Background: an optimization exercise with open tools, aiming at small area. Do not read the settings as production practice. In this exercise RTL edits were held to simulation tests only and were not proved equivalent to the original. Power is estimated from default activity; no workload was simulated.

==> flow/design.v <==
module tweak_exec_unit #(
  parameter int WIDTH        = 32,
  parameter int NUMREGS      = 16,
  parameter int SERIAL_SHIFT = 0
) (
  input  logic             CLK,
  input  logic             RESET,
  input  logic             ins_valid,
  output logic             ins_ready,
  input  logic [31:0]      ins_word,
  output logic             wb_valid,
  output logic [3:0]       wb_addr,
  output logic [WIDTH-1:0] wb_data,
  output logic             flag_z,
  output logic             flag_c,
  output logic             busy,
  input  logic [3:0]       dbg_addr,
  output logic [WIDTH-1:0] dbg_data
);
  localparam int CW = 7;   
  typedef enum logic [1:0] {S_IDLE, S_EXEC, S_SHIFT} state_e;
  state_e                         state_q, state_d;
  logic [31:0]                    d_q, d_d;
  logic [NUMREGS-1:0][WIDTH-1:0]  regs_q;
  logic [WIDTH-1:0]               sh_q, sh_d, sh_nxt;
  logic [CW-1:0]                  cnt_q, cnt_d;
  logic                           wb_valid_q, flag_z_q, flag_c_q;
  logic [3:0]                     wb_addr_q;
  logic [WIDTH-1:0]               wb_data_q;
  logic [3:0]       enc, op, ra, rb, rd;
  logic [WIDTH-1:0] a, b, imm_w;
  logic [WIDTH:0]   sum, diff;
  logic             amt_big, is_shift, start_shift;
  logic [CW-1:0]    amt7;
  logic             ex_we, ex_fl, ex_c;
  logic [3:0]       ex_addr;
  logic [WIDTH-1:0] ex_data;
  logic             wr_en, fl_upd, c_d;
  logic [3:0]       wr_addr;
  logic [WIDTH-1:0] wr_data;
  assign enc = d_q[31:28];
  assign op  = d_q[27:24];
  assign ra  = d_q[23:20];
  assign rb  = d_q[19:16];
  assign rd  = d_q[15:12];
  if (WIDTH > 24) begin : g_imm_ext
    assign imm_w = {{(WIDTH-24){1'b0}}, d_q[23:0]};
  end else if (WIDTH == 24) begin : g_imm_eq
    assign imm_w = d_q[23:0];
  end else begin : g_imm_trunc
    assign imm_w = d_q[WIDTH-1:0];
  end
  always_comb begin
    a        = '0;
    b        = '0;
    dbg_data = '0;
    for (int i = 0; i < NUMREGS; i++) begin
      if (ra == 4'(i))       a        = regs_q[i];
      if (rb == 4'(i))       b        = regs_q[i];
      if (dbg_addr == 4'(i)) dbg_data = regs_q[i];
    end
  end
  assign amt_big = (b[WIDTH-1:CW] != '0) || (b[CW-1:0] >= CW'(WIDTH));
  assign amt7    = amt_big ? CW'(WIDTH) : b[CW-1:0];
  assign sum  = {1'b0, a} + {1'b0, b};
  assign diff = {1'b0, a} - {1'b0, b};   
  assign is_shift    = (enc == 4'd1) && (op == 4'd6 || op == 4'd7 || op == 4'd8);
  assign start_shift = (SERIAL_SHIFT != 0) && (state_q == S_EXEC) && is_shift && (amt7 != '0);
  always_comb begin
    ex_we   = 1'b0;
    ex_fl   = 1'b0;
    ex_c    = 1'b0;
    ex_addr = rd;
    ex_data = a;
    case (enc)
      4'd0: begin
        ex_we   = 1'b1;
        ex_addr = d_q[27:24];
        ex_data = imm_w;
      end
      4'd1: begin
        ex_we = (op != 4'd0);
        ex_fl = (op != 4'd0);
        case (op)
          4'd1:    {ex_c, ex_data} = sum;
          4'd2:    {ex_c, ex_data} = diff;
          4'd3:    ex_data = a & b;
          4'd4:    ex_data = a | b;
          4'd5:    ex_data = a ^ b;
          4'd6:    ex_data = amt_big ? '0 : a << amt7;
          4'd7:    ex_data = amt_big ? {WIDTH{a[WIDTH-1]}} : WIDTH'($signed(a) >>> amt7);
          4'd8:    ex_data = amt_big ? '0 : a >> amt7;
          default: ex_data = a;
        endcase
      end
      default: ;
    endcase
  end
  always_comb begin
    case (op)
      4'd6:    sh_nxt = {sh_q[WIDTH-2:0], 1'b0};
      4'd7:    sh_nxt = {sh_q[WIDTH-1], sh_q[WIDTH-1:1]};
      default: sh_nxt = {1'b0, sh_q[WIDTH-1:1]};
    endcase
  end
  always_comb begin
    state_d   = state_q;
    d_d       = d_q;
    sh_d      = sh_q;
    cnt_d     = cnt_q;
    ins_ready = 1'b0;
    wr_en     = 1'b0;
    wr_addr   = ex_addr;
    wr_data   = ex_data;
    fl_upd    = 1'b0;
    c_d       = ex_c;
    case (state_q)
      S_IDLE: ins_ready = 1'b1;
      S_EXEC: begin
        if (start_shift) begin
          state_d = S_SHIFT;
          sh_d    = a;
          cnt_d   = amt7;
        end else begin
          ins_ready = 1'b1;
          wr_en     = ex_we;
          fl_upd    = ex_fl;
        end
      end
      S_SHIFT: begin
        sh_d  = sh_nxt;
        cnt_d = cnt_q - CW'(1);
        if (cnt_q == CW'(1)) begin
          ins_ready = 1'b1;
          wr_en     = 1'b1;
          wr_addr   = rd;
          wr_data   = sh_nxt;
          fl_upd    = 1'b1;
          c_d       = 1'b0;
        end
      end
      default: state_d = S_IDLE;
    endcase
    if (ins_ready) begin
      state_d = ins_valid ? S_EXEC : S_IDLE;
      if (ins_valid) d_d = ins_word;
    end
  end
  always_ff @(posedge CLK) begin
    if (RESET) begin
      state_q    <= S_IDLE;
      d_q        <= '0;
      sh_q       <= '0;
      cnt_q      <= '0;
      regs_q     <= '0;
      wb_valid_q <= 1'b0;
      wb_addr_q  <= '0;
      wb_data_q  <= '0;
      flag_z_q   <= 1'b0;
      flag_c_q   <= 1'b0;
    end else begin
      state_q    <= state_d;
      d_q        <= d_d;
      sh_q       <= sh_d;
      cnt_q      <= cnt_d;
      wb_valid_q <= wr_en;
      if (wr_en) begin
        wb_addr_q <= wr_addr;
        wb_data_q <= wr_data;
        for (int i = 0; i < NUMREGS; i++)
          if (wr_addr == 4'(i)) regs_q[i] <= wr_data;
      end
      if (fl_upd) begin
        flag_z_q <= (wr_data == '0);
        flag_c_q <= c_d;
      end
    end
  end
  assign wb_valid = wb_valid_q;
  assign wb_addr  = wb_addr_q;
  assign wb_data  = wb_data_q;
  assign flag_z   = flag_z_q;
  assign flag_c   = flag_c_q;
  assign busy     = (state_q != S_IDLE);
endmodule
==> flow/run.sh <==
#!/bin/bash
# synth_recipe.tcl (not shown) runs the flow's synth.tcl, then flattens the netlist and writes it again
# the make line also repeats each setting of config.mk as NAME=value (left out here)
make -C /OpenROAD-flow-scripts/flow DESIGN_CONFIG=/design/flow/config.mk WORK_HOME=/design/flow/orfs CLKGATE_MAP_FILE= SYNTH_SCRIPT=/design/flow/synth_recipe.tcl finish
==> flow/config.mk <==
export PLATFORM = sky130hd
export DESIGN_NAME = tweak_exec_unit
export DESIGN_NICKNAME = tweak_exec_unit
export VERILOG_FILES = /design/flow/design.v
export SDC_FILE = /design/flow/constraint.sdc
export NUM_CORES = 4
export LEC_CHECK = 0
export CAP_MARGIN = 20
export CORE_MARGIN = 2
export CORE_UTILIZATION = 25
export PLACE_DENSITY = 0.5
export SLEW_MARGIN = 20
==> flow/constraint.sdc <==
create_clock -name core_clock -period 8.0 [get_ports {CLK}]
set_input_delay 1.6000 -clock core_clock [delete_from_list [all_inputs] [get_ports {CLK}]]
set_output_delay 1.6000 -clock core_clock [all_outputs]
set_load 0.01 [all_outputs]
==> results.ini <==
[run_status]
status = complete, no violations

[logic_synthesis]
synth_most_common_cell = nand2_1
synth_fp_nets = 6636
async_reset_ff_share_pct = 0
synth_area_leaders = dfxtp_1 (26%), a21oi_1 (11%), nand2_1 (8.6%)
synth_seq_area_share_pct = 26.02
synth-edff-count = 0
syn_area_per_cell_um2 = 6.915
synth_common_cells = nand2_1 (1027), a21oi_1 (982), nor2_1 (843)
synthCells = 6499
synth_top_area_cell = dfxtp_1
yosysWarningCount = 1
synth_seq_cells = 584
synth.top_cell.area_share_pct = 26.02
synth_area_mm2 = 0.04494
synth_cell_types = 112
synthFlopType = dfxtp_1

[cells_and_area]
drive_gt1_share_pct = 18.44
final_nets = 7143
areaGrowthSynthToFinish_pct = 27.57

[floorplanning]
fp.coreArea_mm2 = 0.1786
ios = 112
fp.dieW_um = 428.0
num_rows = 155
dieHeight_um = 428.0
start_util_pct = 25.16
dieArea_mm2 = 0.1832

[critical_path]
cp-end-kind = output port
path_cells = clkdlybuf4s50_1 > nand2b_1 > nor3_2 > buf_12 > a22oi_1 > nand4_1 > o21ai_0 > nand3_1 > o21ai_0 > nand3_1 > o21ai_0 > a31oi_1 > a211oi_1 > o21ai_0 > buf_4 > clkdlybuf4s50_1
path_buf_inv = 4
crit_slowest_cell = clkdlybuf4s50_1
arrival_ns = 6.22
required_ns = 6.40
crit_top_cell = o21ai_0
critPathTopFamily = buffers and inverters
worstSetupPathType = input port to output port
max_stage_delay_ns = 0.80
cp-start-kind = input port
cp_max_fo = 32

[grt]
grt_pass1_wl_mm = 501.7
first_global_vias = 55199
grt_max_degree = 176
grt_usage_pct = 39.77
antenna_found_initial = 33
grt-ovfl-total = 0

[placed_design]
port_buffers = 110
place.gp.congestion = 1.089
hpwl_mm = 282.6

[sta]
max_freq_ghz = 0.1279
fin_setup_tns_ns = 0
skew_ns = 0.04426
hold_slack_ns = 0.4500
slew_viol_final = 0
hold_violations = 0
fin_crit_sh_pct = 97.70
rsz0062_at_grt = no
slew_headroom_pct = 12.17
setup_viol = 0
period_needed_ns = 7.816
worstMarginPinSlew_ns = 1.316

[power_and_ir_drop]
seq_power_share_pct = 30.3
worst_ir_drop_vdd_v = 0.0001621
swShare_pct = 40.04
p_clk_share_pct = 35.8
powerDensity_mw_per_mm2 = 173.5
switching_power_mw = 3.983
intPower_mw = 5.964
p_leak_nw = 20.26
combPwrFrac_pct = 33.9

[cts]
h-tree-depth = 3
root_buffer = clkbuf_16
clock-sinks = 584
cts_tree = built
clk_latency_ns = 0.74
cts_made_buffers = 73
clk_pin_slew_worst_paths_ns = 0.06
cts_hold_buf = 0
clock_path_buffers = 3

[drt]
wl_per_cell_um = 40.53
postRouteAntennaNets = 0
dr_wl_met2_mm = 165.2
wl_met1_mm = 138.5
vias = 59544
viasPerCell = 6.310
top_layer = met5
dr.pass1.iters = 9
wirelength_mm = 382.5
routed-wl-met3_mm = 35.29
drc = 0
drt_iter0_drc = 9052

[job]
cap_violations = 0

[min_path]
hp-class = flop to flop

metal layers:
| layer | up-vias | GRT usage, % |
|---|---|---|
| met1 | 28906 | 45.54 |
| met4 | 10 | 36.25 |
| li1 | 24697 | - |
| met2 | 4481 | 61.70 |
| met5 | - | 0 |
| met3 | 1450 | 9.053 |
layout by cell type, fill, tap and decap left out, types with 113 or more instances in the layout:
cell type,n
nand2_1,1024
a21oi_1,976
buf_4,870
nor2_1,816
dfxtp_1,576
o21ai_0,297
a211oi_1,196
mux2i_1,170
nor3_1,116
a22oi_1,115
inv_1,113
final timing paths:
check                from      endpoint  slack (ns)  depth (start not counted)
max           dbg_addr[1]  dbg_data[17]        0.18                         16
min          wb_data_q[9]  wb_data_q[9]        0.45                          2
max reg2reg       d_q[16]      flag_z_q        0.30                         24
min reg2reg  wb_data_q[9]  wb_data_q[9]        0.45                          2
cells by family (layout without fill, tap and decap cells):
logic type      count (synthesis)  in the layout  share of synthesized area, %
other cells                     1             18                      0.008345
compound gates               2382           2382                         33.99
flops                         584            584                         26.02
simple gates                 2439           2439                         23.60
mux                           250            250                         6.468
fa+ha+maj                      98             98                         2.762
buf+inv                       736           1302                         6.986
xor+xnor                        9              9                        0.1754
worst register-to-register path, stage by stage (launching register included):
cell,delay (ns)
dfxtp_4,0.76
buf_4,0.41
buf_4,0.25
mux2_1,0.39
a21oi_1,0.15
nor2_1,0.17
o31a_1,0.54
nor4_2,0.23
buf_4,0.20
o2111ai_2,0.20
or4b_2,0.82
buf_12,0.23
buf_12,0.20
nor4_1,0.33
nor3_1,0.12
a211oi_1,0.35
a21oi_1,0.20
o31ai_1,0.59
buf_4,0.21
a221o_1,0.31
and3b_1,0.23
nand4_1,0.15
nor4b_2,0.31
nand4b_1,0.13
a21oi_1,0.13
layout make-up:
cell class,count,area [um^2]
Fill cell,19363,121300
Multi-Input combinational cell,5179,30670
Sequential cell,584,11720
Timing Repair Buffer,1048,9009
Tap cell,2355,2947
Clock buffer,99,2024
Clock inverter,35,467.9
Inverter,120,450.4
Antenna cell,17,42.54
power by group through the flow:
stage,Combinational [mW],Sequential [mW],Clock [mW]
6_report,3.37,3.02,3.56
5_1_grt,3.37,3.01,3.69
4_1_cts,3.21,3.01,3.60
3_5_place_dp,3.20,3.08,0
3_3_place_gp,3.22,3.08,0
2_1_floorplan,1.38,3.03,0
registers in the layout, summed over array words and instances (netlist names):
| register | count |
|---|---|
| state_q | 1 |
| flag_z_q | 1 |
| d_q | 32 |
| wb_data_q | 32 |
| flag_c_q | 1 |
| wb_addr_q | 4 |
| regs_q | 512 |
| wb_valid_q | 1 |
timing repair:
item | 4_1_cts | 5_1_grt
setup buffers | 0 | 1
resized for setup | 0 | 3
setup endpoints to repair | 0 | 3
metrics by stage:
stage                     std cells  total power [mW]  util [%]  setup slack [ns]  cell area (um^2)
after floorplan                6499             4.405         -            0.6888             44940
after global placement         9285             6.296     30.66            0.3033             54760
after detailed placement       9285             6.279     30.66            0.2682             54760
after CTS                      9419             9.821     32.05            0.2524             57250
after global routing           9423             10.08     32.08           0.05978             57300
final                          9437             9.947     32.10            0.1842             57330

afterwards: timing with drivers on the ports:
No port has a modelled driver above. Below, the same layout with a new extraction and two added sets of constraints. Step 1 assumes that a clkbuf_16 drives the clock port and a buf_2 every other input. Step 2 moves the port delays by t, midway between the first and last clock arrival at a register: inputs arrive t later, outputs are due t later. That takes back most of the time a late clock gives input paths. a / b / c = ideal ports / drivers / drivers and shift; a / b = the first two.
shift t [ns]: 0.812
slack for setup (ns): 0.184 / 0.139 / 0.139
worst data-port slew with drivers (ns): 0.11
After both steps setup and hold are still met in this run. For this run, drivers alone change the setup slack by -0.045 ns; drivers and shift together by -0.045 ns.
